This design comes from an exercise in tuning for small area and a short achievable clock period on the open sky130 flow, not from production work.
At most, simulation tests tie the RTL to the original design; equivalence was not proved.
Function not checked in runs 1 to 4: the RTL went through the layout flow alone.

==> design/flow/design.v <==
module eqController #(
    parameter int ADDR_WIDTH     = 6,
    parameter int GAIN_FRAC_BITS = 14
) (
    input  logic                  S_AXI_ACLK,
    input  logic                  S_AXI_ARESETN,
    input  logic                  wr,
    input  logic [ADDR_WIDTH-1:0] wrAddr,
    input  logic [31:0]           wrData,
    output logic                  adcReq,
    output logic [15:0]           adcCmd,
    input  logic                  adcAck,
    input  logic [15:0]           adcData,
    output logic                  dacReq,
    output logic [31:0]           dacWord,
    input  logic                  dacAck
);
    logic        enable;
    logic [15:0] gain0, gain1;
    always_ff @(posedge S_AXI_ACLK) begin
        if (!S_AXI_ARESETN) begin
            enable <= 1'b0;
            gain0  <= 16'h4000;
            gain1  <= 16'h4000;
        end else if (wr) begin
            case (wrAddr)
                ADDR_WIDTH'(4): enable <= wrData[0];
                ADDR_WIDTH'(6): gain0  <= wrData[15:0];
                ADDR_WIDTH'(7): gain1  <= wrData[15:0];
                default: ;
            endcase
        end
    end
    localparam logic [3:0] S_IDLE = 4'd0;
    localparam logic [3:0] S_AREQ = 4'd1;
    localparam logic [3:0] S_AREL = 4'd2;
    localparam logic [3:0] S_C0   = 4'd3;
    localparam logic [3:0] S_C1   = 4'd4;
    localparam logic [3:0] S_C2   = 4'd5;
    localparam logic [3:0] S_C3   = 4'd6;
    localparam logic [3:0] S_DREQ = 4'd7;
    localparam logic [3:0] S_DREL = 4'd8;
    localparam logic [3:0] S_N1   = 4'd9;
    localparam logic [3:0] S_NX   = 4'd10;
    logic [3:0] state;
    logic       chan;
    always_ff @(posedge S_AXI_ACLK) begin
        if (!S_AXI_ARESETN) begin
            state <= S_IDLE;
            chan  <= 1'b0;
        end else begin
            case (state)
                S_IDLE: if (enable) state <= S_AREQ;
                S_AREQ: if (adcAck) state <= S_AREL;
                S_AREL: if (!adcAck) state <= S_C0;
                S_C0:   state <= S_C1;
                S_C1:   state <= S_C2;
                S_C2:   state <= S_C3;
                S_C3:   state <= S_DREQ;
                S_DREQ: if (dacAck) state <= S_DREL;
                S_DREL: if (!dacAck) state <= S_N1;
                S_N1: begin
                    state <= S_NX;
                    chan  <= !chan;
                end
                S_NX:   state <= enable ? S_AREQ : S_IDLE;
                default: state <= S_IDLE;
            endcase
        end
    end
    assign adcReq = (state == S_AREQ);
    assign dacReq = (state == S_DREQ);
    logic [15:0] s;
    logic [16:0] sx;
    always_ff @(posedge S_AXI_ACLK) s <= {~adcData[15], adcData[14:0]};
    assign sx = {s[15], s};
    logic        hit;
    logic [15:0] gNext;
    assign hit   = wr && (wrAddr == ADDR_WIDTH'({5'd3, chan}));
    assign gNext = hit ? wrData[15:0] : (chan ? gain1 : gain0);
    logic [6:0] gW;
    logic [3:0] gT;
    always_ff @(posedge S_AXI_ACLK) begin
        gT <= gNext[15:12];
        gW <= (state == S_C0) ? gNext[11:5] : {gT[3], gT[3], gT, gW[6]};
    end
    logic [6:0] win;
    assign win = (state == S_C0) ? {gNext[5:0], 1'b0} : gW;
    logic [2:0] dNeg, dOne, dTwo;
    always_ff @(posedge S_AXI_ACLK) begin
        for (int k = 0; k < 3; k++) begin
            logic [2:0] w;
            w = win[2*k +: 3];
            dNeg[k] <= w[2] & ~(w[1] & w[0]);
            dOne[k] <= w[1] ^ w[0];
            dTwo[k] <= (w[2] & ~w[1] & ~w[0]) | (~w[2] & w[1] & w[0]);
        end
    end
    logic [16:0] p0, p1, p2;
    assign p0 = (({17{dOne[0]}} & sx) | ({17{dTwo[0]}} & {sx[15:0], 1'b0})) ^ {17{dNeg[0]}};
    assign p1 = (({17{dOne[1]}} & sx) | ({17{dTwo[1]}} & {sx[15:0], 1'b0})) ^ {17{dNeg[1]}};
    assign p2 = (({17{dOne[2]}} & sx) | ({17{dTwo[2]}} & {sx[15:0], 1'b0})) ^ {17{dNeg[2]}};
    logic [19:0] acc;
    logic        first;
    logic [15:0] A;
    logic        Ahi;
    always_ff @(posedge S_AXI_ACLK) first <= (state == S_C0);    
    always_comb begin
        A      = acc[19:4] & {16{~first}};
        A[4]   = first ? dNeg[2] : acc[8];
        A[10]  = first ? (gW[6] & ~(gW[5] & gW[4])) : acc[14];
        Ahi    = ~A[15];
    end
    wire fs0 = dNeg[0] ^ A[0];
    wire fc0 = dNeg[0] & A[0];
    wire fs1 = A[1] ^ fc0;
    wire fc1 = A[1] & fc0;
    wire fs2 = dNeg[1] ^ A[2] ^ fc1;
    wire fc2 = (dNeg[1] & A[2]) | (dNeg[1] & fc1) | (A[2] & fc1);
    wire fs3 = p0[2] ^ p1[0];
    wire fc3 = p0[2] & p1[0];
    wire fs4 = A[3] ^ p0[3] ^ p1[1];
    wire fc4 = (A[3] & p0[3]) | (A[3] & p1[1]) | (p0[3] & p1[1]);
    wire fs5 = fc3 ^ fc2;
    wire fc5 = fc3 & fc2;
    wire fs6 = A[4] ^ p0[4] ^ p1[2];
    wire fc6 = (A[4] & p0[4]) | (A[4] & p1[2]) | (p0[4] & p1[2]);
    wire fs7 = p2[0] ^ fc4 ^ fs6;
    wire fc7 = (p2[0] & fc4) | (p2[0] & fs6) | (fc4 & fs6);
    wire fs8 = A[5] ^ p0[5] ^ p1[3];
    wire fc8 = (A[5] & p0[5]) | (A[5] & p1[3]) | (p0[5] & p1[3]);
    wire fs9 = p2[1] ^ fc6 ^ fs8;
    wire fc9 = (p2[1] & fc6) | (p2[1] & fs8) | (fc6 & fs8);
    wire fs10 = A[6] ^ p0[6] ^ p1[4];
    wire fc10 = (A[6] & p0[6]) | (A[6] & p1[4]) | (p0[6] & p1[4]);
    wire fs11 = p2[2] ^ fc8 ^ fs10;
    wire fc11 = (p2[2] & fc8) | (p2[2] & fs10) | (fc8 & fs10);
    wire fs12 = A[7] ^ p0[7] ^ p1[5];
    wire fc12 = (A[7] & p0[7]) | (A[7] & p1[5]) | (p0[7] & p1[5]);
    wire fs13 = p2[3] ^ fc10 ^ fs12;
    wire fc13 = (p2[3] & fc10) | (p2[3] & fs12) | (fc10 & fs12);
    wire fs14 = A[8] ^ p0[8] ^ p1[6];
    wire fc14 = (A[8] & p0[8]) | (A[8] & p1[6]) | (p0[8] & p1[6]);
    wire fs15 = p2[4] ^ fc12 ^ fs14;
    wire fc15 = (p2[4] & fc12) | (p2[4] & fs14) | (fc12 & fs14);
    wire fs16 = A[9] ^ p0[9] ^ p1[7];
    wire fc16 = (A[9] & p0[9]) | (A[9] & p1[7]) | (p0[9] & p1[7]);
    wire fs17 = p2[5] ^ fc14 ^ fs16;
    wire fc17 = (p2[5] & fc14) | (p2[5] & fs16) | (fc14 & fs16);
    wire fs18 = A[10] ^ p0[10] ^ p1[8];
    wire fc18 = (A[10] & p0[10]) | (A[10] & p1[8]) | (p0[10] & p1[8]);
    wire fs19 = p2[6] ^ fc16 ^ fs18;
    wire fc19 = (p2[6] & fc16) | (p2[6] & fs18) | (fc16 & fs18);
    wire fs20 = A[11] ^ p0[11] ^ p1[9];
    wire fc20 = (A[11] & p0[11]) | (A[11] & p1[9]) | (p0[11] & p1[9]);
    wire fs21 = p2[7] ^ fc18 ^ fs20;
    wire fc21 = (p2[7] & fc18) | (p2[7] & fs20) | (fc18 & fs20);
    wire fs22 = A[12] ^ p0[12] ^ p1[10];
    wire fc22 = (A[12] & p0[12]) | (A[12] & p1[10]) | (p0[12] & p1[10]);
    wire fs23 = p2[8] ^ fc20 ^ fs22;
    wire fc23 = (p2[8] & fc20) | (p2[8] & fs22) | (fc20 & fs22);
    wire fs24 = A[13] ^ p0[13] ^ p1[11];
    wire fc24 = (A[13] & p0[13]) | (A[13] & p1[11]) | (p0[13] & p1[11]);
    wire fs25 = p2[9] ^ fc22 ^ fs24;
    wire fc25 = (p2[9] & fc22) | (p2[9] & fs24) | (fc22 & fs24);
    wire fs26 = A[14] ^ p0[14] ^ p1[12];
    wire fc26 = (A[14] & p0[14]) | (A[14] & p1[12]) | (p0[14] & p1[12]);
    wire fs27 = p2[10] ^ fc24 ^ fs26;
    wire fc27 = (p2[10] & fc24) | (p2[10] & fs26) | (fc24 & fs26);
    wire fs28 = A[15] ^ p0[15] ^ p1[13];
    wire fc28 = (A[15] & p0[15]) | (A[15] & p1[13]) | (p0[15] & p1[13]);
    wire fs29 = p2[11] ^ fc26 ^ fs28;
    wire fc29 = (p2[11] & fc26) | (p2[11] & fs28) | (fc26 & fs28);
    wire fs30 = Ahi ^ p1[14] ^ p2[12];
    wire fc30 = (Ahi & p1[14]) | (Ahi & p2[12]) | (p1[14] & p2[12]);
    wire fs31 = ~p0[16] ^ fc28 ^ fs30;
    wire fc31 = (~p0[16] & fc28) | (~p0[16] & fs30) | (fc28 & fs30);
    wire fs32 = p2[13] ^ ~p1[15] ^ fc30;
    wire fc32 = (p2[13] & ~p1[15]) | (p2[13] & fc30) | (~p1[15] & fc30);
    wire fs33 = p1[15] ^ p2[14] ^ ~p1[16];
    wire fc33 = (p1[15] & p2[14]) | (p1[15] & ~p1[16]) | (p2[14] & ~p1[16]);
    wire [21:0] csaX = {1'b1, p2[15], ~p2[15], fs33, fc31, fc29, fc27, fc25, fc23, fc21, fc19, fc17, fc15, fc13, fc11, fc9, fc7, fc5, fs4, fs3, fs1, fs0};
    wire [21:0] csaY = {1'b0, ~p2[16], fc33, fc32, fs32, fs31, fs29, fs27, fs25, fs23, fs21, fs19, fs17, fs15, fs13, fs11, fs9, fs7, fs5, fs2, p0[1], p0[0]};
    logic [21:0] sum;
    assign sum = csaX + csaY;
    always_ff @(posedge S_AXI_ACLK) begin
        if (state == S_C1 || state == S_C2 || state == S_C3) acc <= sum[21:2];
    end
    logic        ovf;
    logic [15:0] code;
    assign ovf  = (acc[17] != acc[16]) || (acc[17] != acc[15]);
    assign code = ovf ? {16{~acc[17]}} : {~acc[15], acc[14:0]};
    assign adcCmd  = {1'b1, chan, 14'd0};
    assign dacWord = {15'h0018, chan, code};
endmodule
==> design/flow/run.sh <==
#!/bin/bash
# synth_recipe.tcl (not shown) runs the flow's synth.tcl, then flattens the netlist and writes it again
# the make line also repeats each setting of config.mk as NAME=value (left out here)
make -C /OpenROAD-flow-scripts/flow DESIGN_CONFIG=/design/flow/config.mk WORK_HOME=/design/flow/orfs CLKGATE_MAP_FILE= SYNTH_SCRIPT=/design/flow/synth_recipe.tcl finish
==> design/flow/config.mk <==
export PLATFORM = sky130hd
export DESIGN_NAME = eqController
export DESIGN_NICKNAME = eqController
export VERILOG_FILES = /design/flow/design.v
export SDC_FILE = /design/flow/constraint.sdc
export NUM_CORES = 4
export LEC_CHECK = 0
export ABC_AREA = 1
export CAP_MARGIN = 20
export CORE_MARGIN = 2
export CORE_UTILIZATION = 55
export CTS_BUF_LIST = sky130_fd_sc_hd__clkbuf_4 sky130_fd_sc_hd__clkbuf_8
export PLACE_DENSITY = 0.75
export SETUP_SLACK_MARGIN = 3
export SLEW_MARGIN = 20
==> design/flow/constraint.sdc <==
create_clock -name core_clock -period 7.0 [get_ports {S_AXI_ACLK}]
set_input_delay 1.4000 -clock core_clock [delete_from_list [all_inputs] [get_ports {S_AXI_ACLK}]]
set_output_delay 1.4000 -clock core_clock [all_outputs]
set_load 0.01 [all_outputs]
==> results of run 1 <==
worst min path at each step:
stage	from	to	slack (ps)
6_report	gT[0]	gW[1]	460
5_1_grt	gT[1]	gW[2]	480
4_1_cts	gT[1]	gW[2]	460
3_5_place_dp	gT[0]	gW[1]	440
3_3_place_gp	gT[1]	gW[2]	440
2_1_floorplan	gT[0]	gW[1]	400
worst max-delay path: stages (launching register included):
cell	delay, ps
dfxtp_2	420
clkinvlp_4	180
buf_4	190
o22ai_1	190
xor2_1	110
fa_1	540
inv_1	50
fa_1	480
inv_1	50
ha_1	370
a21oi_1	310
o21ai_0	200
a21o_1	240
a21oi_1	160
nand2_1	70
nand2_1	50
nand2_1	40
cells in the mapped netlist (all sizes together), types with 10 or more instances:
cell,instances,area share [%]
xor2,62,7.9
inv,133,7.3
dfxtp,75,22
edfxtp,20,8.7
o22ai,45,4.1
buf,48,4.8
o21ai,75,5.6
nand3,27,2.0
ha,27,4.9
fa,30,8.7
a21oi,38,3.2
nor2,109,6.1
nand2,136,7.6
clkbuf,16,0.87
nor3,10,0.96
nor4,13,1.2
timing repair:
action / CTS / global route
gates cloned: 0 / 2
endpoints found under the setup margin: 6 / 8
resized for setup: 3 / 12
buffers inserted: 0 / 14
hold buffers: 0 / 0
area by class of cell:
| class | count | area [µm²] | area share (%) |
|---|---|---|---|
| clock buffer | 10 | 138 | 1.76 |
| clock inverter | 6 | 52.6 | 0.672 |
| inverter | 136 | 541 | 6.91 |
| multi-input combinational | 637 | 3990 | 51.0 |
| sequential | 95 | 2110 | 27.0 |
| tap | 168 | 210 | 2.69 |
| timing repair buffer | 79 | 773 | 9.89 |
| timing repair inverter | 2 | 10.0 | 0.128 |
per-stage QoR:
| step | hold slack, ps | instances |
|---|---|---|
| floorplan | 403 | 932 |
| global placement | 438 | 1101 |
| detailed placement | 445 | 1101 |
| CTS | 464 | 1117 |
| global route | 482 | 1133 |
| finish | 462 | 1133 |
cell families (layout without fill, tap and decap cells):
| logic type | Yosys count | count (layout) | synth area share, % |
|---|---|---|---|
| other cells | 2 | 30 | 0.109 |
| simple gates | 300 | 300 | 18.4 |
| compound gates | 184 | 184 | 15.7 |
| buf+inv | 200 | 233 | 13.2 |
| flops | 95 | 95 | 30.6 |
| fa+ha+maj | 57 | 57 | 13.6 |
| xor+xnor | 66 | 66 | 8.41 |
flip-flops by register name, summed over array words and instances (netlist names):
signal  flops
acc        20
chan        1
dNeg        3
dOne        3
dTwo        3
enable      1
first       1
gT          4
gW          7
gain0      16
gain1      16
s          16
state       4
routing by layer:
layer / vias to the layer above / routed length, µm / global-route usage [%]
met4: 0 / 464 / 10.2
met5: - / 0 / 0
met3: 37 / 797 / 5.07
met2: 183 / 8560 / 46.5
met1: 2824 / 6660 / 29.4
li1: 2987 / - / -
cells in the final DEF, fill, tap and decap left out, types with 15 or more instances in the layout:
| cell type | synthesis | layout |
|---|---|---|
| clkdlybuf4s50_1 | 0 | 62 |
| o21ai_0 | 68 | 68 |
| conb_1 | 2 | 30 |
| edfxtp_1 | 20 | 20 |
| o22ai_1 | 45 | 45 |
| nand2_1 | 132 | 132 |
| inv_1 | 127 | 122 |
| nand3_1 | 26 | 26 |
| fa_1 | 30 | 30 |
| dfxtp_1 | 75 | 70 |
| nor2_1 | 107 | 107 |
| xor2_1 | 62 | 62 |
| a21oi_1 | 32 | 32 |
| buf_4 | 35 | 15 |
| ha_1 | 27 | 27 |
==> out/qor.csv, run 1 <==
metric,value,unit
initial DRC count,356,
post-layout util,64.6,%
Detail Placement HPWL,12200,µm
Die Wd,116,µm
n_diodes,0,
die area,13400,µm²
FF-to-FF setup slack,3120,ps
Vias per Instance,5.32,
routed length per instance,14.5,µm
Critical Path Source,dOne[1],
Max-cap violations,0,
setup slack at placement,2750,ps
area delta synth->final,13.7,%
H-Tree Depth,3,
crit path to,acc[18],
worst r2r src,dOne[1],
RSZ-0062 raised after global routing,no,
CTS tree,done,
placed inst area,7440,µm²
Mapped Cells,904,
Max clock buf depth,2,
setup slack after layout,3120,ps
GRT overflow,0,
CP startpoint kind,register,
CTS root buffer,clkbuf_8,
Worst Hold Path Cells,2,
Final Critical Period,3880,ps
Post-synth ARST share,0,%
Clock Skew,10.5,ps
reg-to-reg endpoint,acc[18],
setup TNS,0,ps
# DRC,0,
Vias,6031,
"Reg clk slew, reported paths",100,ps
Initial Utilization,56.8,%
largest net degree at the start of global routing,34,
final RePlAce weighted congestion,0.942,
status,"complete, no violations",
sequential fraction of the synthesis area,30.6,%
initial antenna violation count,0,
Final ANT Viol Nets,0,
Slew @ Worst Pin,995,ps
first-pass GRT wire length,26700,µm
# port buffers,62,
Mean Syn Cell Area,7.61,µm²
fillers,1117,
"Arr. time, crit path",4050,ps
vias in the first global route,5697,
Synth Flop Type,dfxtp_1,
post-synth cell types,45,
Mapped Area,6880,µm²
Synth Register Bits,95,
reg2reg path depth,16,
Max Fclk,258,MHz
warnings from Yosys,1,
Ports,109,
"Non-Filler Cell Area, Final",7820,µm²
Nets,1076,
Pre-antenna DRT Iters,8,
routed wire length,16500,µm
die height,116,µm
crit path kind,register to register,
CTS sink cnt,95,
Worst Path Required,7170,ps
Final period util,55.5,%
later-pin clock latency in the skew report,400,ps
share of layout cells above drive strength 1,7.77,%
Core Region,12100,µm²
std cell rows,40,
GRT Total Usage,25.5,%
relative slew slack,33.5,%
Final Hold Fails,0,
"Setup violations, final",0,
CP Max Fanout,6,
Post-synth EDFFs,20,
final number of max-transition violations,0,
Worst Setup End Kind,register,
Hold Crit Class,register to register,
CTS Buf Count,9,
==> inputs of run 2 (changes only) <==
--- a/design/flow/config.mk
+++ b/design/flow/config.mk
@@ -11,5 +11,5 @@
 export CORE_UTILIZATION = 55
 export CTS_BUF_LIST = sky130_fd_sc_hd__clkbuf_4 sky130_fd_sc_hd__clkbuf_8
 export PLACE_DENSITY = 0.75
-export SETUP_SLACK_MARGIN = 3
+export SETUP_SLACK_MARGIN = 3.5
 export SLEW_MARGIN = 20
==> run 2 against run 1 <==
Net effect:
- count of clock-buffer cells in the layout down 1
- sequential cell count unchanged
- setup slack improved by 320 ps
- largest cell class unchanged
==> out/qor.csv, run 2 <==
metric,value,unit
status,"complete, no violations",
Vias per Instance,5.36,
CP startpoint kind,register,
n_diodes,0,
Detail Placement HPWL,12300,µm
Mapped Area,6880,µm²
Clock Skew,14.4,ps
H-Tree Depth,3,
Nets,1082,
largest net degree at the start of global routing,34,
Synth Flop Type,dfxtp_1,
"Setup violations, final",0,
Core Region,12100,µm²
Largest register FFs,20,
# port buffers,62,
area occupied by multi-input gates,4510,µm²
crit path kind,register to register,
"Reg clk slew, reported paths",100,ps
CTS Buf Count,9,
Max Fclk,281,MHz
Final period util,50.8,%
warnings from Yosys,1,
fillers,995,
initial DRC count,363,
RSZ-0062 raised after global routing,yes,
Synth Register Bits,95,
sequential fraction of the synthesis area,30.6,%
CTS sink cnt,95,
relative slew slack,30.4,%
Die Wd,116,µm
Worst Path Required,7160,ps
"commonest non-fill, non-tap cell in the layout",nand2_1,
# DRC,0,
die area,13400,µm²
Final Critical Period,3560,ps
Post-synth EDFFs,20,
Post-synth ARST share,0,%
GRT Total Usage,26.8,%
first-pass GRT wire length,28000,µm
Hold Crit Class,register to register,
CP Max Fanout,6,
Mean Syn Cell Area,7.61,µm²
Pre-antenna DRT Iters,5,
CTS root buffer,clkbuf_8,
share of layout cells above drive strength 1,16.6,%
area delta synth->final,22.7,%
routed length per instance,15.6,µm
GRT overflow,0,
Slew @ Worst Pin,1040,ps
"Arr. time, crit path",3720,ps
Initial Utilization,56.8,%
Max-cap violations,0,
routed wire length,17800,µm
Final ANT Viol Nets,0,
final number of max-transition violations,0,
Synth area leaders,"dfxtp_1, edfxtp_1, fa_1",
vias in the first global route,5917,
setup slack after layout,3440,ps
Mapped Cells,904,
std cell rows,40,
Max clock buf depth,2,
CTS tree,done,
die height,116,µm
most frequent cells in the layout,"nand2_1, inv_1, nor2_1, dfxtp_1, o21ai_0",
Vias,6104,
Final Hold Fails,0,
Worst Setup End Kind,register,
initial antenna violation count,0,
setup TNS,0,ps
Synth top area share,21.8,%
most common cell in the synthesized netlist,nand2_1,
register area,2130,µm²
top post-synthesis cells by count,"nand2_1, inv_1, nor2_1, dfxtp_1, o21ai_0",
post-synth cell types,45,
Synth area leader,dfxtp_1,
Ports,109,
later-pin clock latency in the skew report,390,ps
setup slack at placement,2710,ps
final RePlAce weighted congestion,0.973,
Top reg by flops,acc,
run 2: path summary, 6_finish.rpt:
check                              from  endpoint  slack, ps  cells past startpoint
worst max-delay path            dTwo[1]   acc[15]       3440                     18
worst min-delay path              gT[1]     gW[2]        460                      2
worst max register to register  dTwo[1]   acc[15]       3440                     18
worst min register to register    gT[1]     gW[2]        460                      2
run 2: per-stage QoR:
stage	hold slack (ps)	area [µm²]	instances	utilization, %
after floorplan	403	6980	932	-
after global placement	435	7440	1101	61.5
after detailed placement	432	7440	1101	61.5
after CTS	454	8020	1128	66.2
after global routing	492	8440	1139	69.7
final	459	8440	1139	69.7
run 2: routing by layer:
metal	share of wire [%]	vias up	GRT usage (%)
met4	4.8	0	14.3
met5	0	-	0
li1	-	2998	-
met1	40	2860	30.9
met3	4.4	57	3.82
met2	51	189	48.1
run 2: worst max-delay path, stage by stage, from the launching register on:
cell and delay, ps:
dfxtp_4 400, clkinvlp_4 180, buf_4 200, o22ai_1 180
xor2_1 120, fa_1 500, inv_1 60, fa_1 490
inv_2 50, ha_4 310, nand2_1 110, nor2_2 190
inv_1 80, nor2_1 110, nand3b_1 90, nand3_1 130
nand2_1 60, inv_1 60, nor2_1 30
run 2: final cells by class:
| type | instances | area share, % |
|---|---|---|
| Clock buffer | 9 | 1.47 |
| Timing Repair inverter | 2 | 0.178 |
| Sequential cell | 95 | 25.2 |
| Clock inverter | 7 | 1.11 |
| Inverter | 136 | 6.45 |
| Multi-Input combinational cell | 637 | 53.4 |
| Timing Repair Buffer | 85 | 9.67 |
| Tap cell | 168 | 2.49 |
run 2: cell families after synthesis:
kind of cell | synth area share (%)
AO/OA/AOI/OAI | 15.7
buffers and inverters | 13.2
other | 0.109
flip-flops | 30.6
AND/OR/NAND/NOR | 18.4
adder cells (fa/ha/maj) | 13.6
XOR/XNOR | 8.41
run 2: timing repair:
action                     4_1_cts  5_1_grt
hold buffers                     0        0
gates cloned                     2        0
buffers inserted                 9       11
setup endpoints to repair       30       22
pin swaps                       16       33
gates resized for setup         64       67
==> inputs of run 3 (changes only) <==
==> design/flow/flow/run.sh (new file) <==
#!/bin/bash
# The standard layout (standard.sh), with every port buffered by a buf_2 cell
# instead of the delay buffer buffer_ports picks by default.
export BUFFER_PORTS_ARGS="-buffer_cell sky130_fd_sc_hd__buf_2"
bash standard.sh > standard.log 2>&1
==> design/flow/standard.sh (new file) <==
#!/bin/bash
# synth_recipe.tcl (not shown) runs the flow's synth.tcl, then flattens the netlist and writes it again
# the make line also repeats each setting of config.mk as NAME=value (left out here)
make -C /OpenROAD-flow-scripts/flow DESIGN_CONFIG=/design/flow/config.mk WORK_HOME=/design/flow/orfs CLKGATE_MAP_FILE= SYNTH_SCRIPT=/design/flow/synth_recipe.tcl "${@:-finish}"
removed: design/flow/run.sh
==> run 3 against run 2 <==
Net effect:
- still clean
- global-route usage decreased by 0.082 points
- routed wire length grew 1.5%
- setup slack worse by 57 ps
- non-clock buffer count unchanged
- sequential cell count unchanged
- final cell count is essentially flat
- sequential share of layout area grew 0.75 points
- register-to-register slack worse by 60 ps
- count of clock-buffer cells in the layout increased by 3
- critical path type unchanged
- critical endpoint unchanged
==> out/qor.csv, run 3 <==
metric,value,unit
status,"complete, no violations",
Min Hold Slack,436,ps
CP Max Fanout,6,
CTS sink cnt,95,
Nets,1083,
Initial Utilization,56.8,%
routed length per instance,15.8,µm
Clock Skew,10.9,ps
initial DRC count,392,
# port buffers,62,
Synth Flop Type,dfxtp_1,
n_diodes,0,
Top reg by flops,acc,
Final period util,51.7,%
Vias,6181,
"most used cell, CP",nand2_1,
Synth area leaders,"dfxtp_1, edfxtp_1, fa_1",
reg2reg path depth,15,
FF-to-FF setup slack,3380,ps
most frequent cells in the layout,"inv_1, nand2_1, nor2_1, dfxtp_1, o21ai_0",
slowest CP cell,fa_1,
register area,2130,µm²
hold_sp,gT[0],
Die Wd,116,µm
Largest register FFs,20,
final number of max-transition violations,0,
Slew @ Worst Pin,790,ps
warnings from Yosys,1,
crit path kind,register to register,
Ports,109,
largest net degree at the start of global routing,34,
later-pin clock latency in the skew report,400,ps
CTS Buf Count,9,
Synth area leader,dfxtp_1,
"Reg clk slew, reported paths",100,ps
RSZ-0062 raised after global routing,yes,
final cell count without fillers,1140,
critical path cell sequence,"clkinvlp_4, o22ai_1, xor2_1, fa_1, fa_1, inv_1, ha_2, nand2_1, inv_1, nand2_1, nand2_1, a21oi_1, nand3_2, nor2_1, nor2_1",
Hold Crit Class,register to register,
Mean Syn Cell Area,7.61,µm²
Max Used Layer,met4,
area occupied by multi-input gates,4550,µm²
die height,116,µm
first-pass GRT wire length,27700,µm
"Setup violations, final",0,
Max clock buf depth,2,
Max-cap violations,0,
Cells after DPL,1100,
std cell rows,40,
metal2 WL,9390,µm
reg-to-reg endpoint,acc[15],
share of layout cells above drive strength 1,23.9,%
most common cell in the synthesized netlist,nand2_1,
fillers,1027,
Mapped Cells,904,
top post-synthesis cells by count,"nand2_1, inv_1, nor2_1, dfxtp_1, o21ai_0",
Worst Hold Path Cells,2,
area delta synth->final,19.2,%
"Arr. time, crit path",3770,ps
final RePlAce weighted congestion,0.948,
# DRC,0,
vias in the first global route,5851,
CTS tree,done,
routed wire length,18000,µm
sequential fraction of the synthesis area,30.6,%
met3 WL,987,µm
Final ANT Viol Nets,0,
Vias per Instance,5.42,
GRT Total Usage,26.7,%
Synth Register Bits,95,
initial antenna violation count,0,
Mapped Area,6880,µm²
post-layout util,67.7,%
relative slew slack,47.3,%
CP startpoint kind,register,
Final Critical Period,3620,ps
"commonest non-fill, non-tap cell in the layout",inv_1,
setup TNS,0,ps
Hold Path Sink,gW[1],
Pre-antenna DRT Iters,5,
Detail Placement HPWL,12200,µm
Worst Setup End Kind,register,
Synth top area share,21.8,%
Core Region,12100,µm²
die area,13400,µm²
highest cell delay on the worst timing path,540,ps
worst r2r src,dOne[2],
Post-synth EDFFs,20,
Final Hold Fails,0,
post-synth cell types,45,
Worst Path Required,7160,ps
CTS root buffer,clkbuf_8,
H-Tree Depth,3,
met1 WL,6960,µm
GRT overflow,0,
Post-synth ARST share,0,%
Max Fclk,277,MHz
run 3: per-layer routing:
| metal | global-route usage, % | up-vias |
|---|---|---|
| met2 | 49.0 | 218 |
| met4 | 13.2 | 0 |
| met5 | 0 | - |
| met1 | 29.4 | 2917 |
| met3 | 5.33 | 51 |
| li1 | - | 2995 |
run 3: cell type report:
cell class | instances | share of cell area, %
Timing Repair inverter | 3 | 0.275
Multi-Input combinational cell | 637 | 55.4
Sequential cell | 95 | 26.0
Tap cell | 168 | 2.56
Inverter | 136 | 6.67
Clock buffer | 12 | 2.01
Clock inverter | 4 | 0.397
Timing Repair Buffer | 85 | 6.67
run 3: how the worst max path moves through the flow:
stage / depth (start not counted) / to / slack (ps) / from
floorplan: 15 / acc[15] / 3510 / dNeg[2]
global placement: 13 / acc[15] / 2780 / dNeg[1]
detailed placement: 13 / acc[15] / 2730 / dNeg[1]
CTS: 15 / acc[15] / 3470 / dOne[1]
global route: 16 / acc[16] / 3250 / dTwo[0]
finish: 15 / acc[15] / 3380 / dOne[2]
run 3: cell families (layout without fill, tap and decap cells):
| kind of cell | count (synthesis) | count (layout) | share of synthesized area, % |
|---|---|---|---|
| flip-flops | 95 | 95 | 30.6 |
| buffers and inverters | 200 | 240 | 13.2 |
| other | 2 | 30 | 0.109 |
| adder cells (fa/ha/maj) | 57 | 57 | 13.6 |
| AND/OR/NAND/NOR | 300 | 300 | 18.4 |
| AO/OA/AOI/OAI | 184 | 184 | 15.7 |
| XOR/XNOR | 66 | 66 | 8.41 |
run 3: repair_timing:
item,in CTS,in global routing
buffers inserted,12,9
endpoints found under the setup margin,16,20
resized for setup,73,71
pin swaps,18,36
gates cloned,3,0
endpoints found under the hold margin,0,0
hold buffers,0,0
run 3: worst max-delay path: cells and delay by family (launching register included):
kind	cells	cell delay (ps)
AOI/OAI and AO/OA	2	420
buffers and inverters	3	250
adders and majority gates	3	1340
and+or+nand+nor	6	570
xor gates and xnor gates	1	380
DFF	1	400
run 3: through the flow:
stage	worst slack, ps	instance area, µm²
2_1_floorplan	3510	6980
3_3_place_gp	2780	7130
3_5_place_dp	2730	7130
4_1_cts	3470	7710
5_1_grt	3250	8200
6_report	3380	8200
==> inputs of run 4 (changes only) <==
==> design/flow/flow/run.sh (replaced) <==
#!/bin/bash
# The standard layout (standard.sh), with every input port buffered by a buf_1 cell
# and every output port by a buf_2 cell, instead of the delay buffer buffer_ports
# picks by default. The buffers are placed by flow/ports.tcl, sourced just before
# global placement, where the standard flow would call buffer_ports.
export DONT_BUFFER_PORTS=1
export PRE_GLOBAL_PLACE_TCL="$PWD/flow/ports.tcl"
bash standard.sh > standard.log 2>&1
==> design/flow/flow/ports.tcl (new file) <==
# Port buffers, as the standard flow's buffer_ports, with chosen cells.
puts "Perform port buffering (flow/ports.tcl)..."
buffer_ports -inputs -buffer_cell sky130_fd_sc_hd__buf_1
buffer_ports -outputs -buffer_cell sky130_fd_sc_hd__buf_2
==> run 4 against run 3 <==
Net effect:
- utilization decreased by 1.6 points
- count of clock-buffer cells in the layout fell by 1
- non-clock buffer count down 56
- highest routed layer is now met5
==> out/qor.csv, run 4 <==
metric,value,unit
Ports,109,
reg2reg path depth,15,
Synth top area share,21.8,%
post-synth cell types,45,
met2 usage,45.8,%
H-Tree Depth,3,
Final Critical Period,3560,ps
routed wire length,18100,µm
# DRC,0,
"commonest non-fill, non-tap cell in the layout",inv_1,
"Arr. time, crit path",3730,ps
relative slew slack,42.9,%
Clock Skew,20.5,ps
Mapped Cells,904,
# port buffers,62,
GRT overflow,0,
Min Hold Slack,460,ps
CP Max Fanout,7,
Hold Crit Class,register to register,
die height,116,µm
Max clock buf depth,2,
critical path cell sequence,"buf_12, clkinvlp_4, o22ai_1, xor2_1, fa_1, fa_1, inv_1, ha_4, nand2_1, nor4_4, o21ai_1, nand3_2, nand2_1, inv_1, nor2_1",
Synth area leader,dfxtp_1,
"Largest delay share family, worst path",adder cells,
top post-synthesis cells by count,"nand2_1, inv_1, nor2_1, dfxtp_1, o21ai_0",
Max-cap violations,0,
Worst Setup End Kind,register,
Post-synth EDFFs,20,
sequential fraction of the synthesis area,30.6,%
slowest CP cell,fa_1,
Worst Path Required,7160,ps
initial antenna violation count,1,
CP startpoint kind,register,
Final Hold Fails,0,
status,"complete, no violations",
most frequent cells in the layout,"inv_1, nand2_1, nor2_1, dfxtp_1, o21ai_0",
worst r2r src,dTwo[1],
setup slack at placement,2720,ps
register area,2130,µm²
Synth area leaders,"dfxtp_1, edfxtp_1, fa_1",
CTS sink cnt,95,
first-pass GRT wire length,26400,µm
Die Wd,116,µm
largest net degree at the start of global routing,34,
Critical Path Source,dTwo[1],
final number of max-transition violations,0,
warnings from Yosys,1,
busiest grt layer,met2,
crit path kind,register to register,
Max Fclk,281,MHz
Vias,5977,
most common cell in the synthesized netlist,nand2_1,
GRT Total Usage,25.2,%
n_diodes,0,
Post-synth ARST share,0,%
die area,13400,µm²
Final ANT Viol Nets,0,
Vias per Instance,5.52,
share of layout cells above drive strength 1,20.8,%
Largest register FFs,20,
CTS Buf Count,9,
Mapped Area,6880,µm²
area delta synth->final,16.4,%
post-layout util,66.1,%
area occupied by multi-input gates,4640,µm²
setup TNS,0,ps
Core Region,12100,µm²
"Setup violations, final",0,
FF-to-FF setup slack,3440,ps
final RePlAce weighted congestion,0.941,
Initial Utilization,56.8,%
Synth Flop Type,dfxtp_1,
Slew @ Worst Pin,855,ps
Worst Hold Path Cells,2,
Pre-antenna DRT Iters,5,
CTS tree,done,
Final period util,50.9,%
"Reg clk slew, reported paths",100,ps
Synth Register Bits,95,
highest cell delay on the worst timing path,540,ps
CTS root buffer,clkbuf_8,
hold_sp,gT[1],
setup slack after layout,3440,ps
Mean Syn Cell Area,7.61,µm²
met3 usage,6.75,%
Buf/Inv on CP,4,
fillers,1024,
Detail Placement HPWL,11800,µm
hold buffers post-CTS,0,
Cells after DPL,1037,
Top reg by flops,acc,
Nets,1026,
RSZ-0062 raised after global routing,yes,
GR Util met1,28.3,%
vias in the first global route,5635,
later-pin clock latency in the skew report,400,ps
std cell rows,40,
CP Depth,15,
routed length per instance,16.7,µm
final cell count without fillers,1083,
initial DRC count,365,
run 4: kinds of logic (layout without fill, tap and decap cells):
kind of cell,after synthesis,count (layout),synth area share [%]
compound gates,184,184,15.7
other cells,2,30,0.109
simple gates,300,300,18.4
buf+inv,200,183,13.2
flops,95,95,30.6
fa+ha+maj,57,57,13.6
xor+xnor,66,66,8.41
run 4: worst paths after layout:
check | end
worst min register to register | gW[2]
worst max-delay path | acc[15]
worst max register to register | acc[15]
worst min-delay path | gW[2]
run 4: metrics by stage:
stage                     area (µm²)
final                           8010
after global routing            8010
after CTS                       7290
after detailed placement        6810
after global placement          6810
after floorplan                 6980
run 4: worst min-delay path, stage by stage, from the launching register on:
cell and delay (ps):
dfxtp_1 320, nand2_1 70, nand2_1 60
run 4: what timing repair did:
action,CTS,global route
setup buffers,8,20
pin swaps,3,61
cloned,2,0
resized for setup,48,115
setup endpoints to repair,15,29
run 4: layer usage:
layer / vias to the layer above / wire length, µm
li1: 2881 / -
met1: 2832 / 6980
met2: 204 / 9270
met3: 58 / 1010
met4: 2 / 772
met5: - / 13
run 4: final cells by class:
class	instances	share of cell area, %
inverter	136	6.80
timing repair inverter	2	0.188
clock inverter	5	0.797
multi-input combinational	637	57.9
clock buffer	11	1.81
timing repair buffer	29	3.27
sequential	95	26.6
tap	168	2.63
==> inputs of run 5 (changes only) <==
--- a/design/flow/design.v
+++ b/design/flow/design.v
@@ -17,19 +17,18 @@
 );
     logic        enable;
     logic [15:0] gain0, gain1;
+    logic        rst;
+    logic        weEn, weG0, weG1;
+    logic [15:0] gainIn;
+    assign rst    = !S_AXI_ARESETN;
+    assign weEn   = rst | (wr && wrAddr == ADDR_WIDTH'(4));
+    assign weG0   = rst | (wr && wrAddr == ADDR_WIDTH'(6));
+    assign weG1   = rst | (wr && wrAddr == ADDR_WIDTH'(7));
+    assign gainIn = (wrData[15:0] & {16{~rst}}) | (16'h4000 & {16{rst}});
     always_ff @(posedge S_AXI_ACLK) begin
-        if (!S_AXI_ARESETN) begin
-            enable <= 1'b0;
-            gain0  <= 16'h4000;
-            gain1  <= 16'h4000;
-        end else if (wr) begin
-            case (wrAddr)
-                ADDR_WIDTH'(4): enable <= wrData[0];
-                ADDR_WIDTH'(6): gain0  <= wrData[15:0];
-                ADDR_WIDTH'(7): gain1  <= wrData[15:0];
-                default: ;
-            endcase
-        end
+        if (weEn) enable <= wrData[0] & ~rst;
+        if (weG0) gain0  <= gainIn;
+        if (weG1) gain1  <= gainIn;
     end
     localparam logic [3:0] S_IDLE = 4'd0;
     localparam logic [3:0] S_AREQ = 4'd1;
==> run 5 against run 4 <==
Net effect:
- die area decreased by 0.61%
- first-iteration DRC count decreased by 6.0%
- final cell count decreased by 5.4%
- setup slack got worse by 82 ps
- synthesized cell count decreased by 8.3%
- global-route usage decreased by 0.89 points
- critical path depth decreased by 1
- design area increased by 0.78%
- critical path type unchanged
- highest routed layer is now met4
==> out/qor.csv, run 5 <==
metric,value,unit
status,"complete, no violations",
highest cell delay on the worst timing path,530,ps
"Reg clk slew, reported paths",110,ps
register area,2450,µm²
warnings from Yosys,1,
Slew @ Worst Pin,887,ps
relative slew slack,40.8,%
Cells after DPL,973,
"Setup violations, final",0,
Mean Syn Cell Area,8.24,µm²
die area,13300,µm²
area occupied by multi-input gates,4290,µm²
main combinational cell family by area after synthesis,simple AND/OR/NAND/NOR gates,
Ports,109,
Top reg by flops,acc,
Buf/Inv on CP,3,
Vias,5663,
setup TNS,0,ps
Post-Synth Adder-Cell Area,13.7,%
CTS sink cnt,95,
std cell rows,40,
"commonest non-fill, non-tap cell in the layout",nand2_1,
CP Max Fanout,6,
Synth top area share,23.3,%
Hold Crit Class,register to register,
Critical Path Source,dTwo[0],
# DRC,0,
post-layout util,66.9,%
Post-synth EDFFs,53,
final number of max-transition violations,0,
share of layout cells above drive strength 1,22.5,%
vias in the first global route,5186,
Max-cap violations,0,
Mapped Cells,829,
most common cell in the synthesized netlist,nand2_1,
CTS Buf Count,9,
later-pin clock latency in the skew report,390,ps
die height,115,µm
routed length per instance,16.7,µm
Nets,968,
n_diodes,0,
routed wire length,17200,µm
fillers,931,
"Largest delay share family, worst path",adder cells,
post-synth cell types,43,
met1 WL,6360,µm
hold buffers post-CTS,0,
area delta synth->final,18.1,%
Pre-antenna DRT Iters,6,
post-synthesis mux area share,0,%
final RePlAce weighted congestion,0.955,
reg2reg path depth,14,
critical path cell sequence,"buf_12, clkinvlp_4, o22ai_2, xor2_2, fa_1, fa_1, ha_4, nand2_1, inv_1, nand3_1, o21ai_2, nand3_1, nand2_1, a31oi_1",
Mapped Area,6830,µm²
Initial Utilization,56.6,%
largest net degree at the start of global routing,29,
Compound-Gate Fraction of Synth Area,13.8,%
post-synthesis xor/xnor area fraction,8.46,%
Synth Register Bits,95,
Vias per Instance,5.52,
crit path kind,register to register,
Min Hold Slack,435,ps
Hold Path Sink,gW[2],
Worst Setup End Kind,register,
"Arr. time, crit path",3780,ps
Final period util,52.1,%
initial antenna violation count,0,
CP startpoint kind,register,
Synth area leaders,"edfxtp_1, dfxtp_1, fa_1",
Worst Path Required,7130,ps
Die Wd,115,µm
metal2 WL,8950,µm
Post-Synth Simple-Gate Area,15.5,%
sequential fraction of the synthesis area,35.6,%
met3 WL,1180,µm
Max Used Layer,met4,
# port buffers,62,
Max Fclk,274,MHz
Final ANT Viol Nets,0,
Final Hold Fails,0,
GRT Total Usage,24.3,%
first-pass GRT wire length,25000,µm
Core Region,12100,µm²
initial DRC count,343,
Detail Placement HPWL,11100,µm
worst r2r src,dTwo[0],
reg-to-reg endpoint,acc[19],
Clock Skew,19.8,ps
top post-synthesis cells by count,"nand2_1, inv_1, nor2_1, xor2_1, edfxtp_1",
final cell count without fillers,1025,
CTS root buffer,clkbuf_8,
FF-to-FF setup slack,3350,ps
Synth Flop Type,edfxtp_1,
most frequent cells in the layout,"nand2_1, inv_1, nor2_1, xor2_1, edfxtp_1",
GRT overflow,0,
Final Critical Period,3650,ps
RSZ-0062 raised after global routing,yes,
Worst Hold Path Cells,2,
Post-synth ARST share,0,%
H-Tree Depth,3,
slowest CP cell,fa_1,
Synth area leader,edfxtp_1,
Max clock buf depth,2,
Largest register FFs,20,
CTS tree,done,
hold_sp,gT[1],
run 5: cell count changes after synthesis, sizes merged, moves of 3 or more:
cell    before  now
nand3       27   24
buf         48   42
o21ai       75   47
dfxtp       75   42
nand2      136  146
clkbuf      16   12
nor4        13    1
edfxtp      20   53
inv        133  138
nor2       109   73
run 5: how the worst max path moves through the flow:
stage,endpoint,depth (start not counted),slack [ps]
2_1_floorplan,gain1[0],4,3500
3_5_place_dp,acc[15],13,2710
5_1_grt,acc[19],14,3250
6_report,acc[19],14,3350
4_1_cts,acc[15],15,3460
3_3_place_gp,acc[15],13,2720
run 5: layout make-up:
cell class | count | share of cell area [%]
Timing Repair inverter | 2 | 0.186
Tap cell | 168 | 2.61
Sequential cell | 95 | 30.4
Multi-Input combinational cell | 567 | 53.2
Inverter | 141 | 6.98
Timing Repair Buffer | 36 | 4.14
Clock buffer | 9 | 1.54
Clock inverter | 7 | 0.962
run 5: logic make-up after synthesis:
family / Yosys count
AOI/OAI and AO/OA: 156
DFF: 95
and+or+nand+nor: 258
buffers and inverters: 195
xor gates and xnor gates: 66
adders and majority gates: 57
other: 2
run 5: worst reg2reg max path: cells and delay by family, from the launching register on:
| kind | cells | cell delay (ps) |
|---|---|---|
| DFF | 1 | 400 |
| AOI/OAI and AO/OA | 3 | 570 |
| xor gates and xnor gates | 1 | 220 |
| and+or+nand+nor | 4 | 470 |
| buffers and inverters | 3 | 400 |
| adders and majority gates | 3 | 1330 |
run 5: stage by stage:
| step | setup slack (ps) | instance area, µm² |
|---|---|---|
| 6_report | 3350 | 8070 |
| 5_1_grt | 3250 | 8070 |
| 4_1_cts | 3460 | 7460 |
| 3_5_place_dp | 2710 | 6830 |
| 3_3_place_gp | 2720 | 6830 |
| 2_1_floorplan | 3500 | 6940 |
run 5: what timing repair did:
item,4_1_cts,5_1_grt
buffers inserted,15,19
endpoints found under the hold margin,0,0
pin swaps,18,58
setup endpoints to repair,15,29
cloned,2,0
resized for setup,68,90
run 5: per-layer routing:
layer | track usage, % | up-vias
met5 | 0 | -
met4 | 10.4 | 0
met3 | 6.22 | 66
met2 | 42.8 | 245
met1 | 28.1 | 2686
li1 | - | 2666
==> inputs of run 6 (changes only) <==
--- a/design/flow/config.mk
+++ b/design/flow/config.mk
@@ -11,5 +11,5 @@
 export CORE_UTILIZATION = 55
 export CTS_BUF_LIST = sky130_fd_sc_hd__clkbuf_4 sky130_fd_sc_hd__clkbuf_8
 export PLACE_DENSITY = 0.75
-export SETUP_SLACK_MARGIN = 3.5
+export SETUP_SLACK_MARGIN = 3.25
 export SLEW_MARGIN = 20
==> run 6 against run 5 <==
Net effect:
- still clean on timing, DRC and antenna
- die area is the same
- count of clock-buffer cells in the layout unchanged
- global-route usage fell by 1.5 points
- synthesized cell count unchanged
- sequential cell count did not move
- register-to-register slack about the same
- via count fell by 5.7%
- final cell count down 1.7%
- critical path type unchanged
- critical endpoint is now acc[16]
==> out/qor.csv, run 6 <==
metric,value,unit
final number of max-transition violations,0,
largest net degree at the start of global routing,29,
placed inst area,6830,µm²
# port buffers,62,
RSZ-0062 raised after global routing,yes,
hold_sp,gT[0],
"Setup violations, final",0,
Synth area leaders,"edfxtp_1, dfxtp_1, fa_1",
Max-cap violations,0,
setup TNS,0,ps
Clock Skew,14.1,ps
later-pin clock latency in the skew report,400,ps
Mapped Cells,829,
share of layout cells above drive strength 1,14.0,%
Max Fclk,274,MHz
Core Region,12100,µm²
crit path kind,register to register,
Vias per Instance,5.30,
vias in the first global route,4989,
Nets,951,
area delta synth->final,9.03,%
first-pass GRT wire length,23300,µm
std cell rows,40,
Initial Utilization,56.6,%
Post-synth EDFFs,53,
CTS Buf Count,9,
H-Tree Depth,3,
Hold Crit Class,register to register,
Synth Register Bits,95,
slowest CP cell,fa_1,
# DRC,0,
critical path cell sequence,"clkinvlp_4, buf_4, o22ai_1, xor2_1, fa_1, inv_1, fa_1, inv_1, ha_2, a21oi_2, o21ai_0, a21oi_1, nand2_2, nand2_1, nand2_1, xor2_1",
final RePlAce weighted congestion,0.939,
Detail Placement HPWL,10900,µm
CTS root buffer,clkbuf_8,
GRT overflow,0,
most frequent cells in the layout,"nand2_1, inv_1, nor2_1, xor2_1, edfxtp_1",
"commonest non-fill, non-tap cell in the layout",nand2_1,
Ports,109,
highest cell delay on the worst timing path,510,ps
top post-synthesis cells by count,"nand2_1, inv_1, nor2_1, xor2_1, edfxtp_1",
Top reg by flops,acc,
Synth Flop Type,edfxtp_1,
Largest register FFs,20,
Synth top area share,23.3,%
"Reg clk slew, reported paths",100,ps
Mapped Area,6830,µm²
relative slew slack,38.9,%
most common cell in the synthesized netlist,nand2_1,
Die Wd,115,µm
status,"complete, no violations",
"Non-Filler Cell Area, Final",7450,µm²
sequential fraction of the synthesis area,35.6,%
Worst Path Required,7150,ps
"Largest delay share family, worst path",adder cells,
Max clock buf depth,2,
CTS tree,done,
Slew @ Worst Pin,917,ps
routed length per instance,14.9,µm
Final Hold Fails,0,
CTS sink cnt,95,
Mean Syn Cell Area,8.24,µm²
routed wire length,15000,µm
n_diodes,0,
"Arr. time, crit path",3800,ps
Pre-antenna DRT Iters,4,
Synth area leader,edfxtp_1,
die height,115,µm
warnings from Yosys,1,
CP startpoint kind,register,
Critical Path Source,dTwo[0],
Buf/Inv on CP,4,
initial DRC count,381,
post-synth cell types,43,
die area,13300,µm²
Final period util,52.2,%
Vias,5338,
fillers,1046,
Final ANT Viol Nets,0,
worst r2r src,dTwo[0],
Post-synth ARST share,0,%
initial antenna violation count,0,
CP Max Fanout,7,
Worst Setup End Kind,register,
Final Critical Period,3650,ps
GRT Total Usage,22.8,%
[run 6: layer usage]
layer  up-vias  part of all wire (%)  global-route usage, %
li1       2645                     -                      -
met4         0                   2.9                   9.80
met3        36                   5.9                   5.49
met2       175                    51                   40.9
met5         -                     0                      0
met1      2482                    40                   25.9
[run 6: path summary, 6_finish.rpt]
check                           slack (ps)  cells after the start      end
worst max-delay path                  3350                     16  acc[16]
worst min-delay path                   430                      2    gW[1]
worst max register to register        3350                     16  acc[16]
worst min register to register         430                      2    gW[1]
[run 6: kinds of logic (layout without fill, tap and decap cells)]
kind of cell / count (synthesis) / in the layout / share of synthesized area [%]
other: 2 / 30 / 0.110
flip-flops: 95 / 95 / 35.6
adder cells (fa/ha/maj): 57 / 57 / 13.7
buffers and inverters: 195 / 178 / 12.7
AND/OR/NAND/NOR: 258 / 258 / 15.5
XOR/XNOR: 66 / 66 / 8.46
AO/OA/AOI/OAI: 156 / 156 / 13.8
[run 6: layout make-up]
type                    count  area [µm²]  share of cell area, %
multi-input cells         567        3860                   51.9
flip-flops and latches     95        2450                   32.9
inverters                 141         563                   7.56
well taps                 168         210                   2.82
repair buffers             20         168                   2.25
clock buffers               9         124                   1.66
clock inverters             7        61.3                  0.823
repair inverters            1        7.51                  0.101
[run 6: stage by stage]
step	hold slack (ps)	utilization [%]	setup slack (ps)	std cells
5_1_grt	472	61.8	3200	1008
2_1_floorplan	403	-	3450	857
6_report	434	61.8	3350	1008
3_5_place_dp	414	56.7	2680	974
4_1_cts	436	59.1	3260	999
3_3_place_gp	411	56.6	2700	973
[run 6: worst min-delay path: cells and delay by family, from the launching register on]
family	cells	cell delay (ps)
flops	1	310
simple gates	2	100
[run 6: repair_timing]
action	4_1_cts	5_1_grt
setup buffers	9	8
hold buffers	0	0
pin swaps	0	13
cloned	0	1
setup endpoints to repair	10	14
gates resized for setup	11	60
==> inputs of run 7 (changes only) <==
--- a/design/flow/config.mk
+++ b/design/flow/config.mk
@@ -11,5 +11,5 @@
 export CORE_UTILIZATION = 55
 export CTS_BUF_LIST = sky130_fd_sc_hd__clkbuf_4 sky130_fd_sc_hd__clkbuf_8
 export PLACE_DENSITY = 0.75
-export SETUP_SLACK_MARGIN = 3.25
+export SETUP_SLACK_MARGIN = 3
 export SLEW_MARGIN = 20
==> run 7 against run 6 <==
Net effect:
- still clean on timing, DRC and antenna
- hold slack barely moved
- utilization fell by 2.1 points
- setup slack got worse by 120 ps
- die area did not move
- count of clock-buffer cells in the layout did not move
- area after synthesis did not move
- largest cell class unchanged
==> out/qor.csv, run 7 <==
metric,value,unit
Ports,109,
most frequent cells in the layout,"nand2_1, inv_1, nor2_1, xor2_1, edfxtp_1",
crit path kind,register to register,
routed wire length,14700,µm
Top reg by flops,acc,
Detail Placement HPWL,10900,µm
post-layout util,59.6,%
CTS tree,done,
Initial Utilization,56.6,%
Nets,951,
"Reg clk slew, reported paths",100,ps
Mapped Area,6830,µm²
Worst Setup End Kind,register,
status,"complete, no violations",
Synth Register Bits,95,
Hold Crit Class,register to register,
Synth area leaders,"edfxtp_1, dfxtp_1, fa_1",
highest cell delay on the worst timing path,500,ps
Die Wd,115,µm
die area,13300,µm²
die height,115,µm
Mean Syn Cell Area,8.24,µm²
slowest CP cell,fa_1,
relative slew slack,40.6,%
final number of max-transition violations,0,
Max clock buf depth,2,
RSZ-0062 raised after global routing,no,
largest net degree at the start of global routing,29,
warnings from Yosys,1,
Worst Path Required,7140,ps
Pre-antenna DRT Iters,6,
setup slack at placement,2680,ps
Final Hold Fails,0,
initial DRC count,407,
Vias per Instance,5.27,
Vias,5322,
Post-synth ARST share,0,%
setup slack after layout,3220,ps
Final period util,53.9,%
GRT overflow,0,
CP Max Fanout,15,
GRT Total Usage,22.3,%
CTS root buffer,clkbuf_8,
vias in the first global route,4910,
top post-synthesis cells by count,"nand2_1, inv_1, nor2_1, xor2_1, edfxtp_1",
"Setup violations, final",0,
H-Tree Depth,3,
critical path cell sequence,"inv_1, o22ai_1, xor2_1, fa_1, inv_1, fa_1, inv_1, ha_1, a21oi_1, o21ai_0, a21oi_1, nand2_1, nand2_1, nand2_1, xor2_1",
first-pass GRT wire length,22900,µm
Synth top area share,23.3,%
"Arr. time, crit path",3920,ps
CP startpoint kind,register,
Core Region,12100,µm²
area delta synth->final,5.26,%
"Largest delay share family, worst path",adder cells,
share of layout cells above drive strength 1,8.93,%
Max Fclk,265,MHz
Largest register FFs,20,
fillers,1101,
initial antenna violation count,0,
Post-synth EDFFs,53,
Max-cap violations,0,
most common cell in the synthesized netlist,nand2_1,
sequential fraction of the synthesis area,35.6,%
final RePlAce weighted congestion,0.939,
Clock Skew,14.9,ps
# DRC,0,
CTS Buf Count,9,
Final Critical Period,3780,ps
# port buffers,62,
Buf/Inv on CP,3,
routed length per instance,14.6,µm
post-synth cell types,43,
setup TNS,0,ps
later-pin clock latency in the skew report,400,ps
Mapped Cells,829,
Slew @ Worst Pin,891,ps
"commonest non-fill, non-tap cell in the layout",nand2_1,
Final ANT Viol Nets,0,
std cell rows,40,
CTS sink cnt,95,
Synth Flop Type,edfxtp_1,
Synth area leader,edfxtp_1,
==> run 7: cell count changes in the layout (fill, tap and decap cells not counted), moves of 3 or more <==
| cell | change |
|---|---|
| a21oi_1 | +9 |
| a21oi_2 | -8 |
| dfxtp_2 | +4 |
| dfxtp_4 | -4 |
| ha_1 | +12 |
| ha_2 | -6 |
| ha_4 | -6 |
| nand2_1 | +7 |
| nand2_2 | -7 |
| nor2_1 | +5 |
| nor2_2 | -5 |
| o21ai_0 | +3 |
| o22ai_1 | +4 |
| o22ai_2 | -4 |
==> run 7: layout make-up <==
type                            count  area [µm²]  area share (%)
Timing Repair inverter              2        12.5           0.174
Tap cell                          168         210            2.92
Timing Repair Buffer               19         140            1.95
Multi-Input combinational cell    567        3640            50.7
Clock inverter                      7        61.3           0.853
Clock buffer                        9         124            1.72
Inverter                          141         554            7.71
Sequential cell                    95        2440            34.0
Antenna cell                        1        2.50          0.0348
==> run 7: stage by stage <==
stage               hold slack [ps]  cell area [µm²]  instances
floorplan                       403             6940        857
global placement                411             6830        973
detailed placement              414             6830        974
CTS                             436             7020        990
global route                    472             7190       1008
finish                          434             7190       1009
==> run 7: logic make-up (layout without fill, tap and decap cells) <==
kind of cell,after synthesis,in the layout,synth area share [%]
compound gates,156,156,13.8
fa+ha+maj,57,57,13.7
other cells,2,31,0.110
xor+xnor,66,66,8.46
buf+inv,195,178,12.7
flops,95,95,35.6
simple gates,258,258,15.5
==> run 7: layer usage <==
layer | vias to the layer above | wire length (µm) | share of wire (%) | global-route usage (%)
met2 | 173 | 7600 | 52 | 39.9
met1 | 2475 | 5920 | 40 | 25.7
met5 | - | 0 | 0 | 0
li1 | 2643 | - | - | -
met3 | 31 | 888 | 6.0 | 5.23
met4 | 0 | 310 | 2.1 | 9.32
==> run 7: path summary, 6_finish.rpt <==
path                            startpoint      end  slack (ps)  cells past startpoint
worst min register to register       gT[0]    gW[1]         430                      2
worst min-delay path                 gT[0]    gW[1]         430                      2
worst max-delay path               dTwo[1]  acc[16]        3220                     15
worst max register to register     dTwo[1]  acc[16]        3220                     15
==> run 7: what timing repair did <==
action | 4_1_cts | 5_1_grt
gates cloned | 0 | 2
setup endpoints to repair | 6 | 8
hold buffers | 0 | 0
pin swaps | 0 | 0
buffers inserted | 0 | 16
gates resized for setup | 3 | 12
==> run 7: worst min-delay path: cells and delay by family, from the launching register on <==
| kind | cells | cell delay [ps] |
|---|---|---|
| flip-flops | 1 | 320 |
| AND/OR/NAND/NOR | 2 | 100 |
==> inputs of run 8 (changes only) <==
--- a/design/flow/config.mk
+++ b/design/flow/config.mk
@@ -8,8 +8,8 @@
 export ABC_AREA = 1
 export CAP_MARGIN = 20
 export CORE_MARGIN = 2
-export CORE_UTILIZATION = 55
+export CORE_UTILIZATION = 65
 export CTS_BUF_LIST = sky130_fd_sc_hd__clkbuf_4 sky130_fd_sc_hd__clkbuf_8
-export PLACE_DENSITY = 0.75
+export PLACE_DENSITY = 0.85
 export SETUP_SLACK_MARGIN = 3
 export SLEW_MARGIN = 20
==> run 8 against run 7 <==
Net effect:
- area after synthesis unchanged
- sequential cell count unchanged
- final cell count is 3.2% lower
- synthesized cell count stayed put
- sequential share of layout area is 0.077 points higher
- critical path type unchanged
- critical endpoint unchanged
==> out/qor.csv, run 8 <==
metric,value,unit
first-pass GRT wire length,25000,µm
Clock Skew,12.7,ps
Detail Placement HPWL,11400,µm
"Non-Filler Cell Area, Final",7180,µm²
routed wire length,15600,µm
Synth Flop Type,edfxtp_1,
GRT overflow,0,
Mean Syn Cell Area,8.24,µm²
# DRC,0,
# port buffers,62,
die area,11300,µm²
die height,107,µm
Synth Register Bits,95,
most common cell in the synthesized netlist,nand2_1,
CTS root buffer,clkbuf_8,
n_diodes,0,
"Reg clk slew, reported paths",90,ps
Initial Utilization,66.5,%
initial antenna violation count,0,
fillers,826,
Min Hold Slack,448,ps
Synth area leaders,"edfxtp_1, dfxtp_1, fa_1",
std cell rows,37,
Pre-antenna DRT Iters,6,
status,"complete, no violations",
Vias,5497,
share of layout cells above drive strength 1,9.27,%
Post-synth ARST share,0,%
Core Region,10300,µm²
H-Tree Depth,3,
Ports,109,
top post-synthesis cells by count,"nand2_1, inv_1, nor2_1, xor2_1, edfxtp_1",
placed inst area,6800,µm²
largest net degree at the start of global routing,29,
setup TNS,0,ps
relative slew slack,38.9,%
hold_sp,gT[2],
CTS tree,done,
Hold Path Sink,gW[3],
Synth top area share,23.3,%
area delta synth->final,5.07,%
vias in the first global route,5482,
Nets,952,
Max Fclk,260,MHz
warnings from Yosys,1,
"commonest non-fill, non-tap cell in the layout",nand2_1,
hold buffers post-CTS,0,
RSZ-0062 raised after global routing,yes,
Mapped Cells,829,
later-pin clock latency in the skew report,390,ps
"Setup violations, final",0,
Max clock buf depth,2,
Slew @ Worst Pin,915,ps
Worst Hold Path Cells,2,
final RePlAce weighted congestion,0.976,
most frequent cells in the layout,"nand2_1, inv_1, nor2_1, xor2_1, edfxtp_1",
Synth area leader,edfxtp_1,
post-synth cell types,43,
Largest register FFs,20,
sequential fraction of the synthesis area,35.6,%
worst r2r src,dOne[0],
CTS sink cnt,95,
crit path kind,register to register,
Mapped Area,6830,µm²
Top reg by flops,acc,
Post-synth EDFFs,53,
GRT Total Usage,28.2,%
Final Critical Period,3850,ps
Worst Path Required,7130,ps
CP Max Fanout,14,
initial DRC count,320,
Vias per Instance,5.63,
routed length per instance,15.9,µm
FF-to-FF setup slack,3150,ps
"Arr. time, crit path",3980,ps
Worst Setup End Kind,register,
Final ANT Viol Nets,0,
Max-cap violations,0,
Hold Crit Class,register to register,
reg-to-reg endpoint,acc[16],
final number of max-transition violations,0,
CTS Buf Count,9,
Die Wd,107,µm
CP startpoint kind,register,
Final period util,55.0,%
Final Hold Fails,0,
reg2reg path depth,16,
run 8: cell count changes in the layout (fill, tap and decap cells not counted), sizes merged:
| cell | previous run | this run |
|---|---|---|
| clkinv | 3 | 1 |
| buf | 17 | 18 |
| bufinv | 0 | 1 |
| clkbuf | 11 | 10 |
| clkinvlp | 9 | 10 |
| diode | 1 | 0 |
| inv | 138 | 139 |
run 8: how the worst max path moves through the flow:
| stage | from | end | depth (start not counted) |
|---|---|---|---|
| after floorplan | dNeg[2] | acc[15] | 15 |
| after global placement | dNeg[1] | acc[15] | 13 |
| after detailed placement | dNeg[1] | acc[15] | 13 |
| after CTS | dOne[0] | acc[16] | 15 |
| after global routing | dOne[0] | acc[18] | 16 |
| final | dOne[0] | acc[16] | 16 |
run 8: layout make-up:
| class | count | area (µm²) | share of cell area, % |
|---|---|---|---|
| sequential | 95 | 2440 | 34.0 |
| timing repair inverter | 4 | 25.0 | 0.349 |
| multi-input combinational | 567 | 3650 | 50.8 |
| timing repair buffer | 18 | 135 | 1.88 |
| inverter | 141 | 559 | 7.79 |
| clock buffer | 10 | 131 | 1.83 |
| clock inverter | 6 | 66.3 | 0.924 |
| tap | 136 | 170 | 2.37 |
run 8: logic make-up after synthesis:
family	synth area share (%)
buffers and inverters	12.7
XOR/XNOR	8.46
adder cells (fa/ha/maj)	13.7
flip-flops	35.6
AND/OR/NAND/NOR	15.5
other	0.110
AO/OA/AOI/OAI	13.8
run 8: stage by stage:
stage / setup slack [ps] / utilization [%] / std cells
finish: 3150 / 69.8 / 977
global route: 2920 / 69.8 / 977
CTS: 3070 / 68.1 / 958
detailed placement: 2710 / 66.1 / 942
global placement: 2790 / 66.1 / 942
floorplan: 3450 / - / 857
run 8: repair_timing:
action | 4_1_cts | 5_1_grt
endpoints found under the setup margin | 7 | 11
gates resized for setup | 2 | 18
pin swaps | 0 | 0
setup buffers | 0 | 15
cloned | 0 | 4
run 8: metal layers:
layer | global-route usage (%) | part of all wire [%] | vias to the layer above
li1 | - | - | 2637
met4 | 11.3 | 3.5 | 0
met3 | 7.11 | 6.9 | 51
met2 | 53.2 | 53 | 245
met5 | 0 | 0 | -
met1 | 29.6 | 37 | 2564
run 8: worst max-delay path, cell delays in order (launching register included):
cell	delay (ps)
dfxtp_2	430
clkinvlp_4	110
buf_4	190
o22ai_1	210
xor2_1	150
fa_1	560
inv_1	70
fa_1	530
inv_1	50
ha_1	350
a21oi_2	230
o21ai_0	140
a21oi_1	140
nand2_1	140
nand2_1	100
nand2_1	60
xor2_1	150

-- afterwards: timing with drivers on the ports --
No port has a modelled driver above. Below, the same layouts with a new extraction and two added sets of constraints. Step 1 (the two cells are an assumption about what drives the block):
set clk [get_ports {S_AXI_ACLK}]
set_driving_cell -lib_cell sky130_fd_sc_hd__clkbuf_16 $clk
set_driving_cell -lib_cell sky130_fd_sc_hd__buf_2 [delete_from_list [all_inputs] $clk]
Step 2 also shifts input and output timing later by t, the mid clock arrival at the registers, as if the neighbouring blocks saw the same clock. Slacks: ideal / step 1 / step 2; pairs: ideal / step 1.
run | t (ns) | setup slack, ns | worst data-port slew with drivers (ns)
run 1 | 0.430 | 3.118 / 3.118 / 3.118 | 0.04
run 2 | 0.416 | 3.441 / 3.441 / 3.441 | 0.04
run 3 | 0.426 | 3.384 / 3.384 / 3.384 | 0.03
run 4 | 0.418 | 3.436 / 3.436 / 3.436 | 0.46
run 5 | 0.418 | 3.354 / 3.354 / 3.354 | 0.38
run 6 | 0.427 | 3.346 / 3.346 / 3.346 | 0.37
run 7 | 0.425 | 3.224 / 3.224 / 3.224 | 0.37
run 8 | 0.416 | 3.150 / 3.150 / 3.150 | 0.39
After both steps every run listed still meets setup and hold.
